Context: an optimization exercise on an open-source flow, tuned for small area and a short achievable clock period. The choices shown serve that exercise and are no tape-out recipe.
In this exercise RTL edits were held to simulation tests only and were not proved equivalent to the original.
Power is estimated from default activity; no workload was simulated.

===== flow/config.mk =====
export PLATFORM = sky130hd
export DESIGN_NAME = dmem_responder
export DESIGN_NICKNAME = dmem_responder
export VERILOG_FILES = /design/flow/design.v
export SDC_FILE = /design/flow/constraint.sdc
export NUM_CORES = 4
export LEC_CHECK = 0
export CAP_MARGIN = 20
export CORE_MARGIN = 2
export CORE_UTILIZATION = 35
export SLEW_MARGIN = 20

===== flow/constraint.sdc =====
create_clock -name core_clock -period 4.4 [get_ports {clk}]
set_input_delay 0.8800 -clock core_clock [delete_from_list [all_inputs] [get_ports {clk}]]
set_output_delay 0.8800 -clock core_clock [all_outputs]
set_load 0.01 [all_outputs]

===== flow/design.v =====
package dmem_pkg;
  localparam logic [15:0] RAM_REGION = 16'h1001;
  localparam logic [15:0] IO_REGION  = 16'h1003;
endpackage
module dmem_ram #(
  parameter int Nloc  = 64,
  parameter int Dbits = 32
) (
  input  logic                      clk,
  input  logic                      ins_en,
  input  logic [$clog2(Nloc)-3:0]   ins_idx,
  input  logic [Dbits-1:0]          wdata,
  input  logic [$clog2(Nloc)-2:0]   rd_idx,
  output logic [Dbits-1:0]          rdata
);
  logic [Nloc-1:0][Dbits-1:0] ring;
  logic [Nloc/2-1:0][Dbits-1:0] taps;
  always_ff @(posedge clk) begin
    for (int i = 0; i < Nloc; i++) begin
      if (i % 4 == 0 && ins_en && ins_idx == ($clog2(Nloc)-2)'(i / 4)) begin
        ring[i] <= wdata;
      end else begin
        ring[i] <= ring[(i + Nloc - 1) % Nloc];
      end
    end
  end
  always_comb begin
    for (int j = 0; j < Nloc / 2; j++) begin
      taps[j] = ring[2 * j];
    end
  end
  assign rdata = taps[rd_idx];
endmodule
module dmem_responder #(
  parameter int          Nloc        = 64,
  parameter int          Dbits       = 32,
  parameter logic [31:0] RAM_BASE    = {dmem_pkg::RAM_REGION, 16'h0000},
  parameter logic [31:0] IO_BASE     = {dmem_pkg::IO_REGION, 16'h0000}
) (
  input  logic             clk,
  input  logic             reset,
  input  logic             mem_req,
  input  logic             mem_wr,
  input  logic [Dbits-1:0] mem_addr,
  input  logic [Dbits-1:0] mem_writedata,
  output logic [Dbits-1:0] mem_readdata,
  output logic             stall,
  output logic [15:0]      led,
  output logic [Dbits-1:0] cycle_count
);
  localparam int AW = $clog2(Nloc);
  logic c1_q, c2_q, c3_q;
  logic idle;
  logic             wr_q;
  logic             ram_q, led_sel_q, cnt_sel_q;
  logic [AW-1:0]    sqn_q;
  logic [Dbits-1:0] wdata_q;
  logic [Dbits-1:0] rdata_q;
  logic [AW-1:0]    ph_q;
  logic             pv_q;
  logic [AW-1:0]    pnext_q;
  logic [Dbits-1:0] pdata_q;
  logic [15:0]      led_q;
  logic [Dbits-1:0] cyc_q;
  logic             is_ram, is_led, is_cnt;
  logic             commit;
  logic             ins_now;
  logic [Dbits-1:0] tap_data;
  logic [Dbits-1:0] ram_val;
  logic [Dbits-1:0] rd_val;
  logic             rd_en;
  assign idle   = !(c1_q || c2_q || c3_q);
  assign is_ram = (mem_addr[31:16] == RAM_BASE[31:16]);
  assign is_led = (mem_addr[31:16] == IO_BASE[31:16]) && (mem_addr[15:2] == 14'd0);
  assign is_cnt = (mem_addr[31:16] == IO_BASE[31:16]) && (mem_addr[15:2] == 14'd1);
  assign commit  = c3_q && mem_req && wr_q;
  assign ins_now = pv_q && (pnext_q[1:0] == 2'd0);
  dmem_ram #(
    .Nloc  (Nloc),
    .Dbits (Dbits)
  ) u_ram (
    .clk     (clk),
    .ins_en  (ins_now),
    .ins_idx (pnext_q[AW-1:2]),
    .wdata   (pdata_q),
    .rd_idx  (sqn_q[AW-1:1]),
    .rdata   (tap_data)
  );
  assign ram_val = (pv_q && (pnext_q == sqn_q)) ? pdata_q : tap_data;
  always_comb begin
    rd_val = '0;
    if (ram_q) begin
      rd_val = ram_val;
    end else if (led_sel_q) begin
      rd_val = {{(Dbits-16){1'b0}}, led_q};
    end else if (cnt_sel_q) begin
      rd_val = cyc_q;
    end
  end
  assign rd_en = ram_q ? ((c1_q || c2_q) && sqn_q[0]) : c2_q;
  always_ff @(posedge clk or posedge reset) begin
    if (reset) begin
      c1_q <= 1'b0;
      c2_q <= 1'b0;
      c3_q <= 1'b0;
    end else begin
      c1_q <= idle && mem_req;
      c2_q <= c1_q && mem_req;
      c3_q <= c2_q && mem_req;
    end
  end
  always_ff @(posedge clk) begin
    ph_q <= ph_q + 1'b1;
    if (idle) begin
      wr_q      <= mem_wr;
      ram_q     <= is_ram;
      led_sel_q <= is_led;
      cnt_sel_q <= is_cnt;
      sqn_q     <= mem_addr[AW+1:2] + ph_q;
      wdata_q   <= mem_writedata;
    end else begin
      sqn_q     <= sqn_q + 1'b1;
    end
    if (rd_en) begin
      rdata_q <= rd_val;
    end
    pv_q    <= (commit && ram_q) || (pv_q && !ins_now);
    pnext_q <= ((commit && ram_q) ? sqn_q : pnext_q) + 1'b1;
    if (commit && ram_q) begin
      pdata_q <= wdata_q;
    end
  end
  always_ff @(posedge clk or posedge reset) begin
    if (reset) begin
      led_q <= '0;
    end else if (commit && led_sel_q) begin
      led_q <= wdata_q[15:0];
    end
  end
  always_ff @(posedge clk or posedge reset) begin
    if (reset) begin
      cyc_q <= '0;
    end else begin
      cyc_q <= cyc_q + 1'b1;
    end
  end
  assign stall        = mem_req && !c3_q && !reset;
  assign mem_readdata = rdata_q;
  assign led          = led_q;
  assign cycle_count  = cyc_q;
endmodule

===== flow/run.sh =====
#!/bin/bash
# synth_recipe.tcl (not shown) runs the flow's synth.tcl, then flattens the netlist and writes it again
# the make line also repeats each setting of config.mk as NAME=value (left out here)
make -C /OpenROAD-flow-scripts/flow DESIGN_CONFIG=/design/flow/config.mk WORK_HOME=/design/flow/orfs CLKGATE_MAP_FILE= SYNTH_SCRIPT=/design/flow/synth_recipe.tcl finish

==> run notes <==
[layer usage]
metal,up-vias,share of wire,track usage,wire length [um]
met4,0,0.032,0.0568,4480
met5,-,0,0,0
met1,15500,0.45,0.197,62500
li1,14100,-,-,-
met2,465,0.49,0.261,68400
met3,244,0.029,0.0236,4070
[cell usage after synthesis, types with 3 or more instances]
cell type  count
nor3b_1        5
buf_6          3
xor2_1        15
ha_1           9
nor3_1         4
mux2i_1      132
nor2b_1        5
nand3_1       23
dfxtp_1     2067
a211o_1       16
nand2_1       42
and3_1        20
nor2_1        51
xnor2_1       39
a211oi_1      64
edfxtp_1     100
mux2_2       527
nor4_1         5
buf_4         25
buf_2         33
buf_1         36
inv_1         12
and4_1         6
and2_1        23
nand4_1       15
a22oi_1       32
a221o_1       16
o21ai_0        6
clkbuf_1     108
a22o_1        32
a21oi_1       58
o221ai_1      32
mux4_2       192
o22ai_1       32
dfrtp_1       51
[registers in the layout, summed over array words and instances, names as in the netlist]
name and flops:
c1_q 1, c2_q 1, c3_q 1, cnt_sel_q 1, cyc_q 32, led_q 16, led_sel_q 1, pdata_q 32
ph_q 6, pnext_q 6, pv_q 1, ram_q 1, rdata_q 32, sqn_q 6, u_ram.ring 2048, wdata_q 32
wr_q 1
[final cells by class]
| cell class | instances | area (um^2) |
|---|---|---|
| Clock buffer | 284 | 5770 |
| Clock inverter | 72 | 896 |
| Fill cell | 15900 | 103000 |
| Inverter | 12 | 45.0 |
| Multi-Input combinational cell | 1415 | 15600 |
| Sequential cell | 2218 | 45700 |
| Tap cell | 2340 | 2930 |
| Timing Repair Buffer | 216 | 2240 |
[per-stage QoR]
step,setup slack (ns),std cells,hold slack [ns]
4_1_cts,1.13,6557,0.309
5_1_grt,1.17,6557,0.310
3_3_place_gp,1.25,6201,0.310
6_report,1.14,6557,0.311
2_1_floorplan,1.44,3850,0.310
3_5_place_dp,1.28,6201,0.312
[where the power goes]
part / internal (mW) / leakage, nW / total [mW] / switching [mW]
Clock: 10.1 / 3.29 / 17.5 / 7.43
Combinational: 1.28 / 7.36 / 3.31 / 2.02
Sequential: 20.6 / 18.3 / 20.9 / 0.265
Total: 32.0 / 29.0 / 41.7 / 9.72
[logic make-up (layout without fill, tap and decap cells)]
family,after synthesis,after routing,share of synthesized area
muxes,852,852,0.187
and+or+nand+nor,209,209,0.0175
adders and majority gates,10,10,0.00214
DFF,2218,2218,0.736
AOI/OAI and AO/OA,290,290,0.0341
buffers and inverters,217,584,0.0157
xor gates and xnor gates,54,54,0.00762
[final timing paths]
kind | end
worst min-delay path | u_ram.ring[841]
worst max-delay path | cycle_count[15]
min in group asynchronous | c1_q
worst max register to register | rdata_q[24]
max in group asynchronous | led_q[2]
worst min register to register | u_ram.ring[841]
==> run_results.csv <==
group,metric,value,unit
floorplanning,rows,154,
layout,finalInstanceArea,0.0732,mm^2
clocking,cts_sinks,2218,
clocking,clk_latency,0.81,ns
logic_synthesis,synth_fp_nets,3928,
clocking,cts_setup_buffers,0,
placed_design,portBuffers,146,
floorplanning,core,0.176,mm^2
sta,min_period,3.26,ns
logic_synthesis,synth_top_area_frac,0.667,
drt,drc,0,
critical_path,cp.required,3.52,ns
drt,firstDrtPassIters,5,
layout,layout_common_cells,"dfxtp_1, mux2_2, clkbuf_16",
layout,final_common_cell,"dfxtp_1",
critical_path,rr_startpoint,"sqn_q[1]",
floorplanning,io_pins,149,
sta,max_freq,307,MHz
critical_path,cp_num_buf_inv,2,
layout,fin_nets,4136,
power_and_ir_drop,vdd_drop_max,357,uV
global_route,grt_pass1_vias,31800,
critical_path,worstSetupEndpointType,"output port",
logic_synthesis,ys_ff_latch,2218,
power_and_ir_drop,p_total,41.7,mW
logic_synthesis,netlist_top_cells_area,"dfxtp_1, mux2_2, mux4_2, edfxtp_1, mux2i_1",
logic_synthesis,yosysWarnings,2,
global_route,grt_max_degree,100,
logic_synthesis,synthCells,3850,
layout,final_util,0.415,
sta,rsz0062_at_grt,"false",
logic_synthesis,dominantRegCellSynth,"dfxtp_1",
floorplanning,die_w,425,um
critical_path,r2r_setup_slack,1.31,ns
clocking,root_buffer,"clkbuf_16",
critical_path,start_kind,"flop",
worst_hold_path,hp-class,"flop to flop",
logic_synthesis,synth_largest_area_cell,"dfxtp_1",
logic_synthesis,synth_area,0.0620,mm^2
clocking,cts_tree,"built",
power_and_ir_drop,p_leak,29.0,nW
logic_synthesis,yosysSeqAreaShare,0.736,
global_route,grt_overflow,0,
logic_synthesis,synth-edff-count,100,
sta,worstMarginPinSlew,1.13,ns
drt,first_iter_violations,1617,
floorplanning,die_h,425,um
global_route,grt_pass1_wl,209000,um
drt,wirelength,139000,um
critical_path,setup.worst_path.class,"flop to output port",
power_and_ir_drop,powerDensity,570,mW/mm^2
worst_hold_path,hold_depth,0,
critical_path,worstPathCellList,"buf_4 -> clkdlybuf4s50_1",
clocking,hold_buffers,0,
drt,dr_total_vias,30300,
layout,antenna_cells,0,
critical_path,cp_top_family,"buffers and inverters",
sta,skew,0.0281,ns
worst_hold_path,min_from,"u_ram.ring[809]",
logic_synthesis,async_flop_share,0.0230,
run,drv_cap,0,
drt,drtAntennaViolNets,0,
sta,relSlewSlack,0.247,
global_route,antenna_found_initial,1,
critical_path,slowest_stage,"dfrtp_1",
logic_synthesis,ys_types,45,
clocking,clk_pin_slew,0.07,ns
critical_path,path_depth,2,
outcome,status,"complete, no violations",
floorplanning,die-area,0.181,mm^2
clocking,clockBufferDepth,3,
placed_design,placed_cell_area,0.0665,mm^2
critical_path,arrival,2.38,ns
global_route,grt_use_total,0.153,
clocking,cts-buffers-inserted,195,
sta,setup_tns,0,ns
drt,post_drt_wl_per_cell,21.3,um
placed_design,dpl.hpwl,75600,um
layout,syn_to_final_growth,17.9,%
layout,drive_gt1_frac,0.269,
sta,setup_viol,0,
drt,via_per_inst,4.62,
clocking,cts.repair.resized,0,
sta,hold_viol_final,0,
critical_path,cp_max_fo,4,
floorplanning,start_util,0.352,
sta,fin_crit_sh,0.741,
critical_path,cpPeakStageDelay,0.64,ns
critical_path,worstSetupStartpoint,"cyc_q[15]",
sta,drv_slew,0,
placed_design,place_congestion,0.747,
logic_synthesis,synth_area_per_cell,16.1,um^2
clocking,htreeDepth,4,
critical_path,r2r_cells,7,

static timing again, ports no longer ideal:
The flow's constraints put no driver on any port. The routed layout listed below was extracted and timed again, unchanged, in two steps.
Step 1 (the two cells are an assumption about what drives the block):
set clk [get_ports {clk}]
set_driving_cell -lib_cell sky130_fd_sc_hd__clkbuf_16 $clk
set_driving_cell -lib_cell sky130_fd_sc_hd__buf_2 [delete_from_list [all_inputs] $clk]
Step 2, shift: input delay + t, output delay - t, t = (earliest + latest rising clock arrival at the registers) / 2. This alone moves slack from input paths to output paths.
Slacks: ideal ports / drivers / drivers and shift; pairs: ideal ports / drivers.
shift t [ns]: 0.873
slack for setup (ns): 1.141 / 1.066 / 1.242
hold WS [ns]: 0.311 / 0.311 / 0.311
latest minus earliest clock arrival (ns): 0.031 / 0.031
worst register clock-pin slew, ns: 0.07 / 0.07
After both steps this run still meets setup and hold. The setup slack of this run moves by -0.075 ns with the drivers and by +0.101 ns with both steps.
